Background: an optimization exercise with open tools, aiming at small area, a short achievable clock period and few clock cycles per item. Do not read the settings as production practice. Only simulation tests tie the RTL to the original design; equivalence was not proved. Power and IR drop assume default switching activity.

--- config.mk ---
export PLATFORM = sky130hd
export DESIGN_NAME = normalized_iir_section_filter
export DESIGN_NICKNAME = normalized_iir_section_filter
export VERILOG_FILES = /design/flow/design.v
export SDC_FILE = /design/flow/constraint.sdc
export NUM_CORES = 4
export LEC_CHECK = 0
export ABC_AREA = 1
export CAP_MARGIN = 20
export CORE_MARGIN = 2
export CORE_UTILIZATION = 40
export SETUP_SLACK_MARGIN = 5
export SLEW_MARGIN = 20
--- constraint.sdc ---
create_clock -name core_clock -period 9.0 [get_ports {clock}]
set_input_delay 1.8000 -clock core_clock [delete_from_list [all_inputs] [get_ports {clock}]]
set_output_delay 1.8000 -clock core_clock [all_outputs]
set_load 0.01 [all_outputs]
--- design.v ---
`default_nettype none
package nisf_pkg;
   localparam int SAMPLE_W = 16;
   localparam int COEF_BITS_DEF      = 24;
   localparam int COEF_FRAC_BITS_DEF = 16;
   localparam int CSR_INDEX_BITS = 3;
   localparam logic [CSR_INDEX_BITS-1:0] REG_DEN_LEAD   = 3'd0;
   localparam logic [CSR_INDEX_BITS-1:0] REG_DEN_FIRST  = 3'd1;
   localparam logic [CSR_INDEX_BITS-1:0] REG_DEN_SECOND = 3'd2;
   localparam logic [CSR_INDEX_BITS-1:0] REG_NUM_NOW    = 3'd3;
   localparam logic [CSR_INDEX_BITS-1:0] REG_NUM_FIRST  = 3'd4;
   localparam logic [CSR_INDEX_BITS-1:0] REG_NUM_SECOND = 3'd5;
   localparam logic OP_FILTER = 1'b0;
   localparam logic OP_FLUSH  = 1'b1;
   localparam int TERM_BITS = 3;
   localparam logic [TERM_BITS-1:0] TERM_NUM_NOW    = 3'd0;
   localparam logic [TERM_BITS-1:0] TERM_NUM_FIRST  = 3'd1;
   localparam logic [TERM_BITS-1:0] TERM_NUM_SECOND = 3'd2;
   localparam logic [TERM_BITS-1:0] TERM_DEN_FIRST  = 3'd3;
   localparam logic [TERM_BITS-1:0] TERM_DEN_SECOND = 3'd4;
   localparam logic [TERM_BITS-1:0] TERM_LAST       = TERM_DEN_SECOND;
   typedef struct packed {
      logic                       opcode;
      logic signed [SAMPLE_W-1:0] sample_in;
   } req_type;
   typedef struct packed {
      logic signed [SAMPLE_W-1:0] sample_out;
      logic                       saturated;
      logic                       div_error;
   } rsp_type;
   typedef struct packed {
      logic                 load;       
      logic                 mul_en;     
      logic [TERM_BITS-1:0] term;
      logic                 acc_en;     
      logic                 div_init;   
      logic                 div_step;   
      logic                 commit;     
      logic                 flush;      
   } dp_cmd_type;
   typedef struct packed {
      logic div_zero;
   } dp_status_type;
endpackage
`default_nettype wire
`default_nettype none
module normalized_iir_section_filter #(
   parameter int COEF_BITS      = 24,
   parameter int COEF_FRAC_BITS = 16
) (
   input  wire logic        clock,
   input  wire logic        reset,
   input  wire logic        req_valid,
   output logic             req_stall,
   input  wire logic [16:0] req_data,    
   output logic             rsp_valid,
   input  wire logic        rsp_stall,
   output logic [17:0]      rsp_data,    
   input  wire logic        csr_we,
   input  wire logic [2:0]  csr_index,
   input  wire logic [23:0] csr_wdata
);
   localparam int W = 42;    
   localparam logic signed [63:0] KHI = -(64'sd341 <<< 25);
   localparam logic signed [63:0] KLO = -(64'sd85 <<< 17);
   localparam logic [W-1:0] INIT4 = W'(64'sd4 * (KHI + KLO));
   localparam logic [W-1:0] INIT5 = W'(64'sd5 * (KHI + KLO));
   logic signed [23:0] c_a2, c_a3, c_b1, c_b2, c_b3;
   logic signed [24:0] a1n;    
   logic               a1s;    
   always_ff @(posedge clock) begin
      if (reset) begin
         a1n  <= -25'sd65536;
         a1s  <= 1'b0;
         c_a2 <= '0;
         c_a3 <= '0;
         c_b1 <= 24'h010000;
         c_b2 <= '0;
         c_b3 <= '0;
      end else if (csr_we) begin
         case (csr_index)
            3'd0: begin
               a1s <= csr_wdata[23];
               a1n <= csr_wdata[23] ? 25'(signed'(csr_wdata)) : -(25'(signed'(csr_wdata)));
            end
            3'd1: c_a2 <= csr_wdata;
            3'd2: c_a3 <= csr_wdata;
            3'd3: c_b1 <= csr_wdata;
            3'd4: c_b2 <= csr_wdata;
            3'd5: c_b3 <= csr_wdata;
            default: begin
            end
         endcase
      end
   end
   logic signed [26:0] nd3;
   wire  signed [26:0] nd1 = 27'(a1n);
   logic               dz;
   always_ff @(posedge clock) begin
      nd3 <= nd1 + (nd1 <<< 1);
      dz  <= (a1n == '0);
   end
   logic        stall_r, flush_pend;
   logic        pbusy, pdone, p_usem, p5, phl;
   logic [2:0]  pidx;
   logic [3:0]  lst;         
   logic        pend;        
   logic        mval, mz;    
   logic signed [15:0] x0, x1, x2;
   logic signed [15:0] yh2;                 
   wire  signed [15:0] yh1 = rsp_data[17:2];    
   assign req_stall = stall_r;
   wire take    = req_valid & ~req_stall;
   wire take_x  = take & ~req_data[16];
   wire take_fl = take & req_data[16];
   wire commit  = pend & ~rsp_valid;
   wire fire_l0 = pdone & (lst == 4'd0) & (~pend | ~rsp_valid);
   wire p_start = take_x;
   wire idle    = ~pbusy & ~pdone & (lst == 4'd0) & ~pend & ~rsp_valid;
   wire fl_do   = flush_pend & idle;
   wire inflt   = (lst != 4'd0) | pend | pdone;
   wire p_last  = pbusy & phl & (pidx == (p5 ? 3'd4 : 3'd3));
   wire       fp_n    = take_fl | (flush_pend & ~fl_do);
   wire       pbusy_n = p_start | (pbusy & ~p_last);
   wire       pdone_n = p_last | (pdone & ~fire_l0);
   wire [3:0] lst_n   = fire_l0 ? 4'd1 : (lst == 4'd8) ? 4'd0 : (lst != 4'd0) ? lst + 4'd1 : 4'd0;
   wire       pend_n  = (lst == 4'd8) | (pend & ~commit);
   wire       rspv_n  = commit | (rsp_valid & rsp_stall);
   wire       rdy_n   = ~fp_n & ~pbusy_n & (~pdone_n | ((lst_n == 4'd0) & (~pend_n | ~rspv_n)));
   always_ff @(posedge clock) begin
      if (reset) begin
         stall_r    <= 1'b0;
         flush_pend <= 1'b0;
         pbusy      <= 1'b0;
         pdone      <= 1'b0;
         lst        <= 4'd0;
         pend       <= 1'b0;
         mval       <= 1'b0;
         mz         <= 1'b1;
         rsp_valid  <= 1'b0;
      end else begin
         stall_r    <= ~rdy_n;
         flush_pend <= fp_n;
         pbusy      <= pbusy_n;
         pdone      <= pdone_n;
         lst        <= lst_n;
         pend       <= pend_n;
         if (csr_we) mval <= 1'b0;
         else if (fire_l0) mval <= 1'b1;
         if (fl_do) mz <= 1'b1;
         else if (fire_l0) mz <= 1'b0;
         rsp_valid  <= rspv_n;
      end
   end
   always_ff @(posedge clock) begin
      if (reset || fl_do) begin
         x0 <= '0;
         x1 <= '0;
         x2 <= '0;
      end else if (p_start) begin
         x0 <= req_data[15:0];
         x1 <= x0;
         x2 <= x1;
      end
   end
   always_ff @(posedge clock) begin
      if (p_start) begin
         pidx   <= 3'd0;
         phl    <= 1'b0;
         p_usem <= inflt | (~mz & mval);
         p5     <= ~inflt & ~mz & ~mval;
      end else if (pbusy) begin
         if (pidx == (p5 ? 3'd4 : 3'd3)) begin
            pidx <= 3'd0;
            phl  <= 1'b1;
         end else begin
            pidx <= pidx + 3'd1;
         end
      end
   end
   logic signed [23:0] op_c, nc_sel;
   logic        [4:0]  op_sel;
   logic signed [16:0] nv_sel;
   logic        [2:0]  n_idx;
   logic               n_hl, n_on;
   wire  signed [15:0] ya = ((lst != 4'd0) | pend) ? yh1 : yh2;
   logic               n_sub;
   always_comb begin
      n_on  = 1'b1;
      n_idx = pidx + 3'd1;
      n_hl  = phl;
      if (p_start) begin
         n_idx = 3'd0;
         n_hl  = 1'b0;
      end else if (!pbusy || p_last) begin
         n_on = 1'b0;
      end else if (pidx == (p5 ? 3'd4 : 3'd3)) begin
         n_idx = 3'd0;
         n_hl  = 1'b1;
      end
      case (n_idx)
         3'd0: begin nc_sel = c_b1; nv_sel = p_start ? 17'(signed'(req_data[15:0])) : 17'(x0); n_sub = 1'b0; end
         3'd1: begin nc_sel = c_b2; nv_sel = 17'(x1); n_sub = 1'b0; end
         3'd2: begin nc_sel = c_b3; nv_sel = 17'(x2); n_sub = 1'b0; end
         3'd3: begin nc_sel = c_a3; nv_sel = 17'(ya);  n_sub = 1'b1; end
         default: begin nc_sel = c_a2; nv_sel = 17'(yh1); n_sub = 1'b1; end
      endcase
   end
   logic [4:0] op_one, op_two, op_neg, n_one, n_two, n_neg;
   logic       op_on, op_on4, op_x16, n_x16;
   logic [18:0] bx;
   int          kb;
   always_comb begin
      bx = {nv_sel[16], nv_sel, 1'b0};
      n_one = '0;
      n_two = '0;
      n_neg = '0;
      n_x16 = 1'b0;
      for (int j = 0; j < 5; j++) begin
         kb = n_hl ? 2*j : 2*j + 8;
         if (n_on && (!n_hl || j < 4)) begin
            n_one[j] = bx[kb+1] ^ bx[kb];
            n_two[j] = (bx[kb+2] & ~bx[kb+1] & ~bx[kb])
                     | (~bx[kb+2] & bx[kb+1] & bx[kb]);
            n_neg[j] = (bx[kb+2] & ~(bx[kb+1] & bx[kb])) ^ (n_sub & (n_one[j] | n_two[j]));
         end
      end
      n_x16 = n_on & n_hl & (bx[17] ^ bx[16]) & (bx[17] ^ n_sub);
   end
   always_ff @(posedge clock) begin
      op_sel <= n_on ? (5'd1 << n_idx) : 5'd0;
      op_one <= n_one;
      op_two <= n_two;
      op_neg <= n_neg;
      op_on  <= n_on;
      op_on4 <= n_on & ~n_hl;
      op_x16 <= n_x16;
   end
   assign op_c = ({24{op_sel[0]}} & c_b1) | ({24{op_sel[1]}} & c_b2) | ({24{op_sel[2]}} & c_b3)
               | ({24{op_sel[3]}} & c_a3) | ({24{op_sel[4]}} & c_a2);
   logic [W-1:0] pp [5];
   logic [25:0]  bm;
   always_comb begin
      for (int j = 0; j < 5; j++) pp[j] = '0;
      for (int j = 0; j < 5; j++) begin
         bm = ({26{op_one[j]}} & {op_c[23], op_c[23], op_c}) | ({26{op_two[j]}} & {op_c[23], op_c, 1'b0});
         bm = bm ^ {26{op_neg[j]}};
         pp[j][2*j +: 25] = bm[24:0];
         pp[j][2*j + 25]  = ((j < 4) ? op_on : op_on4) & ~bm[25];
      end
      for (int j = 0; j < 4; j++) pp[j+1][2*j] = op_neg[j];
      pp[4][16] = pp[4][16] | op_x16;
   end
   logic [W-1:0] ps, pcy, ps_fb, pc_fb;
   wire p_first = pbusy & ~phl & (pidx == 3'd0);
   wire p_shift = pbusy & phl & (pidx == 3'd0);
   always_comb begin
      if (p_first) begin
         ps_fb = p5 ? INIT5 : INIT4;
         pc_fb = '0;
      end else if (p_shift) begin
         ps_fb = ps << 8;
         pc_fb = pcy << 8;
      end else begin
         ps_fb = ps;
         pc_fb = pcy;
      end
   end
   function automatic logic [2*W-1:0] csa(input logic [W-1:0] a, input logic [W-1:0] b,
                                          input logic [W-1:0] c);
      logic [W-1:0] s, k;
      s = a ^ b ^ c;
      k = (a & b) | (a & c) | (b & c);
      csa = {s, k << 1};
   endfunction
   logic [W-1:0] ta, tb, td, te, tf, tg, th, ti;
   logic [W-1:0] ps_n, pc_n;
   always_comb begin
      {ta, tb} = csa(ps_fb, pc_fb, pp[0]);
      {td, te} = csa(pp[1], pp[2], pp[3]);
      {tf, tg} = csa(ta, tb, td);
      {th, ti} = csa(tf, tg, te);
      {ps_n, pc_n} = csa(th, ti, pp[4]);
   end
   always_ff @(posedge clock) begin
      ps  <= ps_n;
      pcy <= pc_n;
   end
   logic [25:0]        rr;        
   logic [15:0]        lq;        
   logic               inv1;      
   logic               pre_r, frc_r, negr;
   wire [27:0]        t_op = {rr, lq[15:14]} ^ {28{inv1}};
   logic              cin;       
   wire signed [26:0] tu   = {1'b0, t_op[25:0]};
   wire signed [26:0] df1  = tu + nd1 + 27'(cin);
   wire signed [26:0] df2  = tu + (nd1 <<< 1) + 27'(cin);
   wire signed [26:0] df3  = tu + nd3 + 27'(cin);
   wire signed [26:0] df4  = tu + (nd1 <<< 2) + 27'(cin);
   wire [25:0]        df0  = t_op[25:0] + 26'(cin);
   wire               g1 = ~df1[26];
   wire               g2 = ~df2[26];
   wire               g3 = ~df3[26];
   wire               g4 = ~df4[26];
   wire [1:0]         dig = g3 ? 2'd3 : g2 ? 2'd2 : g1 ? 2'd1 : 2'd0;
   wire [25:0]        rnew = g3 ? df3[25:0] : g2 ? df2[25:0] : g1 ? df1[25:0] : df0;
   wire [13:0]        lo_abs = inv1 ? (14'd0 - lq[13:0]) : lq[13:0];
   logic signed [23:0] a2s;
   logic signed [25:0] a3s;
   always_ff @(posedge clock) begin
      if (lst == 4'd1) begin
         a2s <= c_a2 ^ {24{~neg_n}};
         a3s <= (26'(c_a2) + (26'(c_a2) <<< 1)) ^ {26{~neg_n}};
      end
   end
   function automatic logic [W-1:0] a2mul(input logic [1:0] e, input logic signed [23:0] a,
                                          input logic signed [25:0] a3, input logic lsb);
      logic [W-1:0] ax;
      ax = W'(a);
      case (e)
         2'd0:    a2mul = '0;
         2'd1:    a2mul = ax;
         2'd2:    a2mul = {ax[W-2:0], lsb};
         default: a2mul = W'(a3);
      endcase
   endfunction
   logic [W-1:0] mm;
   logic [1:0]   e_q, fc_r;
   logic         fo_r;
   wire          pre_n = (t_op[27:26] != 2'd0) | g4;
   wire          neg_n = inv1 ^ a1s;
   wire          posy = ~negr;
   wire          e_nz = (e_q != 2'd0);
   wire  [W-1:0] mm_n = ((lst == 4'd2) ? {W{1'b0}} : (mm << 2))
                        + a2mul(e_q, a2s, a3s, posy) + {{(W-1){1'b0}}, posy & e_nz};
   wire [W-1:0] xm  = p_usem ? (mm << 2) : '0;
   wire [W-1:0] xe  = a2mul(e_q & {2{p_usem}}, a2s, a3s, posy);
   wire         xci = p_usem & posy & e_nz;
   logic [W-1:0] s1, c1, s2, c2;
   always_comb begin
      {s1, c1} = csa(ps, pcy, xm);
      {s2, c2} = csa(s1, c1 | {{(W-1){1'b0}}, xci}, xe);
   end
   wire [W-1:0] acc = s2 + c2;
   always_ff @(posedge clock) begin
      if (fire_l0) begin
         rr   <= acc[W-1:16];
         lq   <= acc[15:0];
         inv1 <= acc[W-1];
         cin  <= acc[W-1] & (((s2[13:0] ^ c2[13:0]) ^ {s2[12:0] | c2[12:0], 1'b0}) == 14'd0);
      end else if (lst != 4'd0) begin
         rr   <= rnew;
         lq   <= {(lst == 4'd1) ? lo_abs : lq[13:0], dig};
         inv1 <= 1'b0;
         cin  <= 1'b0;
      end
      if (lst == 4'd1) begin
         pre_r <= pre_n;
         frc_r <= pre_n | g2;
         negr  <= neg_n;
      end
      if (reset || fl_do) begin
         mm <= '0;
      end else if (lst >= 4'd2) begin
         mm <= mm_n;
      end
      if (lst == 4'd1) begin
         e_q  <= dz ? 2'd0 : (pre_n | g2) ? (neg_n ? 2'd2 : 2'd1) : dig;
         fo_r <= dz | pre_n | g2;
         fc_r <= (dz | neg_n) ? 2'd0 : 2'd3;
      end else if (lst != 4'd0) begin
         e_q  <= fo_r ? fc_r : dig;
      end
   end
   logic [15:0] mag, yv;
   logic        sat;
   always_comb begin
      mag = frc_r ? (negr ? 16'h8000 : 16'h7fff) : lq;
      yv  = negr ? (16'd0 - mag) : mag;
      sat = negr ? (pre_r | (lq[15] & (lq[14:0] != 15'd0))) : frc_r;
      if (dz) begin
         yv  = '0;
         sat = 1'b0;
      end
   end
   always_ff @(posedge clock) begin
      if (reset || fl_do) begin
         rsp_data <= '0;
         yh2      <= '0;
      end else if (commit) begin
         rsp_data <= {yv, sat, dz};
         yh2      <= yh1;
      end
   end
endmodule
`default_nettype wire
--- run.sh ---
#!/bin/bash
# synth_recipe.tcl (not shown) runs the flow's synth.tcl, then flattens the netlist and writes it again
# the make line also repeats each setting of config.mk as NAME=value (left out here)
make -C /OpenROAD-flow-scripts/flow DESIGN_CONFIG=/design/flow/config.mk WORK_HOME=/design/flow/orfs CLKGATE_MAP_FILE= SYNTH_SCRIPT=/design/flow/synth_recipe.tcl finish
==> flow_metrics.env, run 1 <==
export IMPL_cp_slowest_cell="clkinvlp_2"
export IMPL_grt_usage_pct=28.2
export IMPL_root_buffer="clkbuf_16"
export IMPL_grt_first_pass_wirelength_um=241000
export IMPL_rows=120
export IMPL_switchingPower_w=0.00932
export IMPL_holdPathEnd="c_b1[13]"
export IMPL_synth_edff_count=101
export IMPL_drtIter0Drc=4056
export IMPL_synthToLayoutAreaGrowth_pct=20.3
export IMPL_ys_ff_latch=516
export IMPL_tritoncts="done"
export IMPL_synthCells=5853
export IMPL_power_leakage_nw=23.0
export IMPL_crit_cells=8
export IMPL_fin_crit_ns=4.10
export IMPL_fin_crit_sh_pct=45.6
export IMPL_fin_tns_setup_ns=0
export IMPL_overflow=0
export IMPL_clkTransAtPathRegs_ns=0.06
export IMPL_drv_cap=0
export IMPL_syn_cell_area_um2=43400
export IMPL_final_fill_count=10639
export IMPL_routed_wl_um=164000
export IMPL_yosysWarningCount=2
export IMPL_antenna_found_initial=5
export IMPL_synth_compound_area_share_pct=18.9
export IMPL_power_density_nw_per_um2=355
export IMPL_yosys_area_share_simple_pct=17.5
export IMPL_grt_pass1_vias=39058
export IMPL_p_int_w=0.00925
export IMPL_synth_area_leader_cell="dfxtp_1"
export IMPL_clkSinkCount=516
export IMPL_synth_ff_type="dfxtp_1"
export IMPL_hold_violations=0
export IMPL_die_h_um=333
export IMPL_synthXorXnorAreaFrac_pct=8.08
export IMPL_synth_nets=6441
export IMPL_holdPathStages=2
export IMPL_cp_arrival_ns=4.66
export IMPL_ctsHoldBuffers=0
export IMPL_crit_path_end_kind="register"
export IMPL_crit_chain="clkinvlp_2, o22ai_1, xor2_1, fa_1, fa_1, fa_1, inv_1, fa_1"
export IMPL_maxSlewHeadroom_pct=21.1
export IMPL_detailed_place_hpwl_um=122000
export IMPL_setup_viol=0
export IMPL_reg2reg_from="op_two[1]"
export IMPL_cts_buffer_depth=3
export IMPL_outcome="no timing/DRC/antenna violations"
export IMPL_wire_per_inst_um=21.9
export IMPL_synth_fa_ha_area_share_pct=19.2
export IMPL_r2r_setup_slack_ns=4.90
export IMPL_final_nets=6619
export IMPL_drv_slew=0
export IMPL_muxShareOfSynthArea_pct=0.300
export IMPL_r2r_end="ps[19]"
export IMPL_portBuffers=68
export IMPL_firstDrtPassIters=8
export IMPL_post_dp_cell_area_um2=45500
export IMPL_multi_input_area_um2=30100
export IMPL_p_sw_share_pct=50.2
export IMPL_async_reset_ff_share_pct=0
export IMPL_cp_max_fo=12
export IMPL_irDropWorstVdd_mv=0.196
export IMPL_holdCritStartpoint="c_b1[13]"
export IMPL_vias_per_cell=5.55
export IMPL_fin_area_um2=52300
export IMPL_cp_common_cell="fa_1"
export IMPL_pwr_share_comb_pct=67.1
export IMPL_cts_buffers=61
export IMPL_drt_drc_violations_left=0
export IMPL_power_w=0.0186
export IMPL_tightest_slew_ns=1.18
export IMPL_ys_seq_area_share_pct=26.1
export IMPL_cpPeakStageDelay_ns=0.77
export IMPL_ff2ff_path_depth=8
export IMPL_cp_num_buf_inv=2
export IMPL_clock_fmax_mhz=244
export IMPL_dieArea_um2=111000
export IMPL_cp_top_family="adder cells"
export IMPL_drtAntennaViolNets=0
export IMPL_pwr_share_clk_pct=14.7
export IMPL_grt_max_degree=98
export IMPL_synth_top_family_by_area="adder cells"
export IMPL_drive_gt1_share_pct=12.6
export IMPL_vias=41539
export IMPL_hp_class="reg -> reg"
export IMPL_io_pins=69
export IMPL_gp_routability_congestion=0.986
export IMPL_synth_area_leaders="dfxtp_1 19%, fa_1 9.9%, ha_1 9.4%"
export IMPL_seq_power_share_pct=18.2
export IMPL_core_um2=107000
export IMPL_yosysUniqueCellTypes=69
export IMPL_clk_latency_ns=0.70
export IMPL_skew_ns=0.0621
export IMPL_grt_setup_unrepaired="true"
export IMPL_cp_required_ns=9.55
export IMPL_die_x_um=333
export IMPL_synth_area_per_cell_um2=7.42
export IMPL_regArea_um2=11400
export IMPL_cts_max_level=2
export IMPL_start_util_pct=40.4
export IMPL_crit_path_start_kind="register"
export IMPL_worstSetupPathType="reg -> reg"
export IMPL_synth_top_area_share_pct=19.1
[sequential cells by signal, summed over array words and instances, names as in the netlist, 18 cells and up]
register	count
pcy	39
c_b2	24
c_a2	24
nd3	27
rr	26
a3s	26
rsp_data	18
ps	42
c_b1	24
a2s	22
a1n	25
c_b3	24
c_a3	24
mm	40
[Yosys cell counts (14+ instances only)]
master and n:
inv_1 874, fa_1 214, buf_2 28, buf_1 15, a31oi_1 35, nand2_1 1018
xnor2_1 88, nor2_1 487, a221oi_1 28, o21ai_0 421, xor2_1 286, nor3_1 69
o22ai_1 152, ha_1 325, o221ai_1 46, nand3_1 182, o21bai_1 17, a21o_1 20
or2_2 16, a21oi_1 547, nor4_1 16, clkbuf_1 156, o211ai_1 70, inv_2 14
edfxtp_1 101, o21a_1 26, nand4_1 29, dfxtp_1 415
[layout by cell type (no fill, tap or decap), types with 74 or more instances in the layout]
cell / Yosys / layout
nand2_1: 1018 / 987
inv_1: 874 / 832
a21oi_1: 547 / 514
nor2_1: 487 / 457
dfxtp_1: 415 / 411
o21ai_0: 421 / 395
ha_1: 325 / 299
xor2_1: 286 / 279
fa_1: 214 / 196
buf_4: 11 / 178
nand3_1: 182 / 162
o22ai_1: 152 / 120
edfxtp_1: 101 / 101
xnor2_1: 88 / 78
clkbuf_16: 0 / 74
[tightest hold or removal path, stage by stage (launching register included)]
cell     delay [ns]
dfxtp_1        0.29
inv_1          0.06
a21oi_1        0.06
[layout make-up]
class	instances	area share [%]
Timing Repair Buffer	319	6.45
Clock buffer	86	3.49
Tap cell	1403	3.36
Antenna cell	2	0.00958
Clock inverter	27	0.711
Inverter	898	6.64
Sequential cell	516	21.7
Timing Repair inverter	7	0.0934
Multi-Input combinational cell	4228	57.5
[power by group through the flow]
stage	clock network (W)	registers (W)	logic (W)
after CTS	0.00277	0.00333	0.0112
after floorplan	0	0.00313	0.00752
after detailed placement	0	0.00338	0.0104
after global placement	0	0.00338	0.0103
final	0.00273	0.00338	0.0125
after global routing	0.00286	0.00339	0.0137
[routing by layer]
layer  global-route usage (%)  routed length, um  vias to the layer above
met1                     38.8              71400                    19799
met5                        0                 13                        -
met2                     44.4              72700                     1644
met4                     10.9               7150                        2
li1                         -                  -                    19752
met3                     4.17              12500                      342
[what timing repair did]
item | in CTS | in global routing
setup endpoints to repair | 148 | 155
cloned | 9 | 18
gates resized for setup | 212 | 303
buffers inserted | 100 | 83
pin swaps | 50 | 148
hold endpoints to repair | 0 | 0
[per-stage QoR]
step	utilization (%)	worst slack (ns)	hold WS, ns	instances
3_3_place_gp	42.4	3.79	0.440	7161
2_1_floorplan	-	4.99	0.430	5853
3_5_place_dp	42.4	3.82	0.450	7161
4_1_cts	46.5	4.93	0.458	7383
6_report	48.7	4.90	0.461	7486
5_1_grt	48.7	4.83	0.476	7485
[kinds of logic (layout without fill, tap and decap cells)]
logic type	count (synthesis)	count (layout)
buffers and inverters	1112	1337
xor gates and xnor gates	387	387
and+or+nand+nor	1852	1855
DFF	516	516
muxes	13	13
AOI/OAI and AO/OA	1433	1433
other	1	3
adders and majority gates	539	539
[worst max path at each step]
stage | from | slack (ns) | to
2_1_floorplan | op_sel[2] | 4.99 | ps[20]
3_3_place_gp | e_q[1] | 3.79 | rr[22]
3_5_place_dp | e_q[1] | 3.82 | rr[22]
4_1_cts | e_q[0] | 4.93 | rr[23]
5_1_grt | e_q[0] | 4.83 | rr[23]
6_report | op_two[1] | 4.90 | ps[19]
Testbench counts, summed over its fixed seeds: cycles 28,864, items 3,072.
==> inputs of run 2 (changes only) <==
--- a/config.mk
+++ b/config.mk
@@ -13 +13,2 @@
 export SLEW_MARGIN = 20
+export TNS_END_PERCENT = 10
==> run 2 against run 1 <==
Still clean on timing, DRC and antenna. Critical path depth increased by 12. Non-clock buffer count decreased by 104. Design area decreased by 4.5%. Clock skew decreased by 0.010 ns. Via count decreased by 2.0%. Critical path type unchanged. Largest cell class unchanged. Largest power group unchanged.
==> flow_metrics.env, run 2 <==
export IMPL_outcome="no timing/DRC/antenna violations"
export IMPL_grt_setup_unrepaired="true"
export IMPL_synth_area_leaders="dfxtp_1 19%, fa_1 9.9%, ha_1 9.4%"
export IMPL_clock_fmax_mhz=243
export IMPL_dieArea_um2=111000
export IMPL_ff2ff_path_depth=20
export IMPL_vias=40724
export IMPL_hold_violations=0
export IMPL_grt_first_pass_wirelength_um=236000
export IMPL_holdPathEnd="c_b1[13]"
export IMPL_final_fill_count=10802
export IMPL_synth_area_per_cell_um2=7.42
export IMPL_clk_latency_ns=0.66
export IMPL_clkTransAtPathRegs_ns=0.06
export IMPL_post_dp_cell_area_um2=45500
export IMPL_maxSlewHeadroom_pct=24.6
export IMPL_reg2reg_from="p_usem"
export IMPL_cp_required_ns=9.37
export IMPL_holdPathStages=2
export IMPL_top_regs="ps: 42 flops, mm: 40 flops, pcy: 39 flops"
export IMPL_fin_area_um2=49900
export IMPL_start_util_pct=40.4
export IMPL_multi_input_area_um2=28900
export IMPL_async_reset_ff_share_pct=0
export IMPL_layout_commonest_cell="nand2_1"
export IMPL_cts_max_level=3
export IMPL_seq_power_share_pct=18.8
export IMPL_synth_nets=6441
export IMPL_clkSinkCount=516
export IMPL_top_register="ps"
export IMPL_grt_max_degree=106
export IMPL_fin_crit_sh_pct=45.7
export IMPL_io_pins=69
export IMPL_antenna_found_initial=5
export IMPL_synth_area_leader_cell="dfxtp_1"
export IMPL_r2r_setup_slack_ns=4.89
export IMPL_switchingPower_w=0.00901
export IMPL_synth_edff_count=101
export IMPL_routed_wl_um=157000
export IMPL_skew_ns=0.0517
export IMPL_drive_gt1_share_pct=8.63
export IMPL_core_um2=107000
export IMPL_pwr_share_clk_pct=15.9
export IMPL_grt_pass1_vias=38664
export IMPL_hp_class="reg -> reg"
export IMPL_drtIter0Drc=3823
export IMPL_final_nets=6516
export IMPL_detailed_place_hpwl_um=119000
export IMPL_die_h_um=333
export IMPL_overflow=0
export IMPL_syn_cell_area_um2=43400
export IMPL_ctsHoldBuffers=0
export IMPL_r2r_end="rr[25]"
export IMPL_portBuffers=68
export IMPL_pwr_share_comb_pct=65.3
export IMPL_cts_buffers=68
export IMPL_power_density_nw_per_um2=357
export IMPL_synthCells=5853
export IMPL_synthToLayoutAreaGrowth_pct=15.0
export IMPL_drv_slew=0
export IMPL_synth_top_area_share_pct=19.1
export IMPL_cp_max_fo=5
export IMPL_holdCritStartpoint="c_b1[13]"
export IMPL_die_x_um=333
export IMPL_yosysMostFrequentCell="nand2_1"
export IMPL_crit_path_end_kind="register"
export IMPL_final_cell_mix="1000 x nand2_1, 855 x inv_1, 527 x a21oi_1, 463 x nor2_1"
export IMPL_drtAntennaViolNets=0
export IMPL_worstSetupPathType="reg -> reg"
export IMPL_yosysWarningCount=2
export IMPL_irDropWorstVdd_mv=0.271
export IMPL_tightest_slew_ns=1.13
export IMPL_ys_ff_latch=516
export IMPL_wire_per_inst_um=21.2
export IMPL_p_sw_share_pct=50.6
export IMPL_rows=120
export IMPL_root_buffer="clkbuf_16"
export IMPL_setup_viol=0
export IMPL_drt_drc_violations_left=0
export IMPL_fin_tns_setup_ns=0
export IMPL_cts_buffer_depth=3
export IMPL_grt_usage_pct=27.5
export IMPL_synth_commonest_cells="1018 x nand2_1, 874 x inv_1, 547 x a21oi_1"
export IMPL_cp_arrival_ns=4.48
export IMPL_drv_cap=0
export IMPL_gp_routability_congestion=1.03
export IMPL_vias_per_cell=5.51
export IMPL_crit_path_start_kind="register"
export IMPL_power_leakage_nw=22.2
export IMPL_yosysUniqueCellTypes=69
export IMPL_fin_crit_ns=4.11
export IMPL_ys_seq_area_share_pct=26.1
export IMPL_largest_reg_flops=42
export IMPL_tritoncts="done"
export IMPL_firstDrtPassIters=8
export IMPL_synth_ff_type="dfxtp_1"
export IMPL_p_int_w=0.00880
export IMPL_regArea_um2=11400
## run 2: area by class of cell
| cell class | instances | share of cell area, % |
|---|---|---|
| multi-input combinational | 4226 | 57.9 |
| inverter | 898 | 6.87 |
| antenna | 1 | 0.00501 |
| tap | 1403 | 3.52 |
| clock inverter | 37 | 0.887 |
| timing repair buffer | 215 | 4.26 |
| timing repair inverter | 3 | 0.0476 |
| sequential | 516 | 22.7 |
| clock buffer | 87 | 3.73 |
## run 2: power groups by stage
| stage | clock network, W | registers (W) | logic [W] |
|---|---|---|---|
| 6_report | 0.00283 | 0.00336 | 0.0116 |
| 5_1_grt | 0.00297 | 0.00337 | 0.0129 |
| 4_1_cts | 0.00289 | 0.00332 | 0.0110 |
| 3_5_place_dp | 0 | 0.00337 | 0.0103 |
| 3_3_place_gp | 0 | 0.00337 | 0.0103 |
| 2_1_floorplan | 0 | 0.00313 | 0.00752 |
## run 2: logic make-up after synthesis
kind of cell	count (synthesis)	share of synthesized area [%]
DFF	516	26.1
muxes	13	0.300
xor gates and xnor gates	387	8.08
and+or+nand+nor	1852	17.5
adders and majority gates	539	19.2
buffers and inverters	1112	9.88
AOI/OAI and AO/OA	1433	18.9
other	1	0.00864
## run 2: how the worst max path moves through the flow
stage	startpoint	endpoint	slack [ns]	depth (start not counted)
floorplan	e_q[0]	rr[25]	4.82	17
global placement	req_data[16]	op_neg[4]	4.01	17
detailed placement	e_q[1]	rr[25]	3.92	22
CTS	op_sel[3]	ps[24]	4.92	13
global route	p_usem	cin	4.75	20
finish	p_usem	rr[25]	4.89	20
## run 2: metal layers
metal  global-route usage, %  vias up  wire [um]
met5                       0        -         37
met4                    10.3        6       6390
met3                    4.94      296      12400
met2                    43.0     1541      69000
met1                    37.8    19378      68900
li1                        -    19503          -
## run 2: stage by stage
step	total power, W	hold WS (ns)	util (%)	worst slack [ns]	instances
3_5_place_dp	0.0137	0.450	42.3	3.92	7172
3_3_place_gp	0.0137	0.448	42.3	4.01	7172
4_1_cts	0.0172	0.461	45.7	4.92	7347
5_1_grt	0.0192	0.477	46.5	4.75	7386
2_1_floorplan	0.0107	0.430	-	4.82	5853
6_report	0.0178	0.461	46.5	4.89	7386
## run 2: repair_timing
item,CTS,global route
pin swaps,27,27
gates cloned,8,6
resized for setup,162,117
setup endpoints to repair,129,182
buffers inserted,43,32
## run 2: worst max-delay path, stage by stage (launching register included)
cell and delay, ns:
edfxtp_1 0.46, buf_6 0.18, clkbuf_16 0.15, nand2_2 0.06, inv_2 0.03, fa_1 0.47, fa_1 0.60, ha_4 0.25
a21oi_4 0.14, nand2_2 0.08, a21boi_2 0.18, o21ai_2 0.12, a21oi_2 0.22, o21bai_2 0.12, nand3_1 0.11, nand2_2 0.10
nand2_1 0.08, nand2_1 0.06, or2_4 0.28, nand3_4 0.08, nand2_2 0.06

==> static timing again, ports no longer ideal <==
No port has a modelled driver above. Below, the same layouts with a new extraction and two added sets of constraints.
Step 1 assumes that a clkbuf_16 drives the clock port and a buf_2 every other input.
Step 2 moves the port delays by t, midway between the first and last clock arrival at a register: inputs arrive t later, outputs are due t later. That takes back most of the time a late clock gives input paths.
a / b / c = ideal ports / drivers / drivers and shift; a / b = the first two.
| run | t (ns) | slack for setup (ns) | worst setup path at the end | latest minus earliest clock arrival (ns) | cell pins on the clock port's net |
|---|---|---|---|---|---|
| run 1 | 0.740 | 4.895 / 4.895 / 4.472 | input to register | 0.065 / 0.066 | 1 |
| run 2 | 0.708 | 4.891 / 4.891 / 4.312 | input to register | 0.052 / 0.052 | 1 |
After both steps every run listed still meets setup and hold. The setup slack of run 2, which loses most, moves by 0.000 ns with the drivers and by -0.579 ns with both steps.
